This design comes from an exercise in tuning for a short achievable clock period and few clock cycles on the open sky130 flow, not from production work.
Function was checked by simulation only, so behaviour that the tests miss may differ from the original.
Power and IR drop assume default switching activity.

## lc4_superscalar
module lc4_superscalar
#(
   parameter logic [15:0] RESET_PC = 16'h8200
) (
   input  wire        gwe,
   input  wire        i_rst_n,
   output wire [15:0] o_cur_pc,         
   input  wire [15:0] i_insn_a,
   input  wire [15:0] i_insn_b,
   output wire [15:0] o_dmem_addr,
   input  wire [15:0] i_dmem_data,
   output wire        o_dmem_we,
   output wire [15:0] o_dmem_towrite
);
   logic [15:0] pc;
   logic [15:0] d_a, d_b;
   logic [15:0] rf [0:7];
   logic        xa_we, xb_we, xa_mul, xb_mul, xa_ld, xb_ld;
   logic [2:0]  xa_rd, xb_rd;
   logic [4:0]  xa_op, xb_op;
   logic [15:0] xa_s, xa_t, xb_s, xb_t;
   logic [4:0]  xa_ss, xa_ts, xb_ss, xb_ts;   
   logic        ma_we, mb_we, ma_mul, mb_mul;
   logic [2:0]  ma_rd, mb_rd;
   logic [15:0] ma_res, mb_res;
   logic [63:0] ma_rows, mb_rows;
   logic        wa_we, wb_we;
   logic [2:0]  wa_rd, wb_rd;
   logic [15:0] wa_res, wb_res;
   logic [15:0] dm_addr, dm_wdata;
   logic        dm_we;
   wire [2:0]  a_rs, a_rt, a_sd, a_rd, b_rs, b_rt, b_sd, b_rd;
   logic       a_rs_alu, a_rt_re, a_we, a_ld, a_st, a_mul, a_zero, a_imm_en;
   logic       b_rs_alu, b_rt_re, b_we, b_ld, b_st, b_mul, b_zero, b_imm_en;
  ...
Size in the first run: about 460 flip-flops, roughly 99 I/O pins, ~38000 um2 of cells after synthesis.
==> flow/config.mk <==
export PLATFORM = sky130hd
export DESIGN_NAME = lc4_superscalar
export DESIGN_NICKNAME = lc4_superscalar
export VERILOG_FILES = /design/flow/design.v
export SDC_FILE = /design/flow/constraint.sdc
export NUM_CORES = 4
export LEC_CHECK = 0
export ABC_CLOCK_PERIOD_IN_PS = 3000
export CAP_MARGIN = 20
export CORE_MARGIN = 2
export CORE_UTILIZATION = 40
export PLACE_DENSITY = 0.6
export SETUP_SLACK_MARGIN = 5
export SLEW_MARGIN = 20
export TNS_END_PERCENT = 100
==> flow/constraint.sdc <==
create_clock -name core_clock -period 9.0 [get_ports {gwe}]
set_input_delay 1.8000 -clock core_clock [delete_from_list [all_inputs] [get_ports {gwe}]]
set_output_delay 1.8000 -clock core_clock [all_outputs]
set_load 0.01 [all_outputs]
run.sh (not shown) runs the stock make flow with config.mk's settings and CLKGATE_MAP_FILE= SYNTH_SCRIPT=/design/flow/synth_recipe.tcl, a recipe that flattens the netlist after the stock synthesis.
The starting point finished with timing, DRC and antenna clean.
Testbench counts at the start, summed over its fixed seeds: cycles 15,089.
Then changed:
ABC_CLOCK_PERIOD_IN_PS = unset   (was 3000)
SETUP_SLACK_MARGIN = unset   (was 5)
TNS_END_PERCENT = unset   (was 100)
After rerunning: The changed run went through all stages and came out clean; setup slack is worse by 1900 ps; hold slack gets better by 13 ps; clock power came out lower by about 3%; critical path depth shrinks by 2; first-iteration DRC count shrinks by 7.8%; core utilization falls by 4.1 points; total power is lower by 9.2%; global-route usage decreases by 1.0 points; die area is unchanged; routed wire length goes down by 4.7%; final cell count shrinks by 3.7%.

Setup of epsilon:
lc4_superscalar, a different RTL version from the one above (not shown whole).
For scale: about 5800 cells after synthesis, about 580 flip-flops, roughly 99 I/O pins, about 0.047 mm² of cells after synthesis.
==> flow/config.mk <==
export PLATFORM = sky130hd
export DESIGN_NAME = lc4_superscalar
export DESIGN_NICKNAME = lc4_superscalar
export VERILOG_FILES = /design/flow/design.v
export SDC_FILE = /design/flow/constraint.sdc
export NUM_CORES = 4
export LEC_CHECK = 0
export ABC_CLOCK_PERIOD_IN_PS = 3000
export CAP_MARGIN = 20
export CORE_MARGIN = 2
export CORE_UTILIZATION = 40
export PLACE_DENSITY = 0.6
export SLEW_MARGIN = 20
export TNS_END_PERCENT = 100
==> flow/constraint.sdc <==
create_clock -name core_clock -period 9.0 [get_ports {gwe}]
set_input_delay 1.8000 -clock core_clock [delete_from_list [all_inputs] [get_ports {gwe}]]
set_output_delay 1.8000 -clock core_clock [all_outputs]
set_load 0.01 [all_outputs]
standard.sh (not shown) runs the stock make flow with config.mk's settings and CLKGATE_MAP_FILE= SYNTH_SCRIPT=/design/flow/synth_recipe.tcl, a recipe that flattens the netlist after the stock synthesis.
==> flow/flow/run.sh <==
#!/bin/bash
# The standard layout (the standard.sh: ORFS synthesis to final layout)
# with timing repair aimed at a period below the constraint: repair_timing
# keeps working on paths until their slack is at least SETUP_SLACK_MARGIN.
# Everything else, the constraints included, is as in the standard flow.
set -euo pipefail
MARGIN=6.0
bash standard.sh SETUP_SLACK_MARGIN=$MARGIN finish > run_standard.log 2>&1
epsilon: PASS, flow complete, no timing, DRC or antenna violations
Testbench counts of epsilon, summed over its fixed seeds: cycles 14,983.
--- input diff epsilon..alpha ---
- setting SETUP_SLACK_MARGIN to 5 for the first time
==> flow/run.sh (new file) <==
#!/bin/bash
# synth_recipe.tcl (not shown) runs the flow's synth.tcl, then flattens the netlist and writes it again
# the make line also repeats each setting of config.mk as NAME=value (left out here)
make -C /OpenROAD-flow-scripts/flow DESIGN_CONFIG=/design/flow/config.mk WORK_HOME=/design/flow/orfs CLKGATE_MAP_FILE= SYNTH_SCRIPT=/design/flow/synth_recipe.tcl finish
removed: flow/flow/run.sh
removed: flow/standard.sh
Findings:
Changes observed in alpha relative to epsilon: critical path depth went down by 3; number of multi-input combinational cells moved down; clock-buffer cell count lower; cell area lost 17%.
Final cycle utilization of the critical path essentially unchanged between alpha and epsilon.
Delta (alpha minus epsilon): wire length on met1 up 0.94%, total power density per cell area went up by 1.4 mW/mm², antenna diode count down 8, fraction of standard cell area in multi-input logic now larger.

## static timing again, ports no longer ideal
How much do the figures lean on ideal ports? The routed layouts below were timed once more, with nothing changed but the port constraints. Step 1 assumes that a clkbuf_16 drives the clock port and a buf_2 every other input. Step 2, shift: input delay + t, output delay - t, t = (earliest + latest rising clock arrival at the registers) / 2. This alone moves slack from input paths to output paths. Three values: ideal, step 1, step 2; two values: the first two.
| run | shift t [ns] | slack for setup (ns) | latest minus earliest clock arrival (ns) | worst data-port slew with drivers (ns) |
|---|---|---|---|---|
| the first run of note 1 | 0.725 | 4.678 / 4.678 / 4.678 | 0.043 / 0.044 | 0.04 |
| the second run of note 1 | 0.734 | 2.778 / 2.778 / 2.778 | 0.050 / 0.050 | 0.05 |
| epsilon | 0.747 | 4.747 / 4.747 / 4.747 | 0.036 / 0.036 | 0.07 |
| alpha | 0.753 | 4.757 / 4.757 / 4.757 | 0.036 / 0.036 | 0.09 |
After both steps every run listed still meets setup and hold.
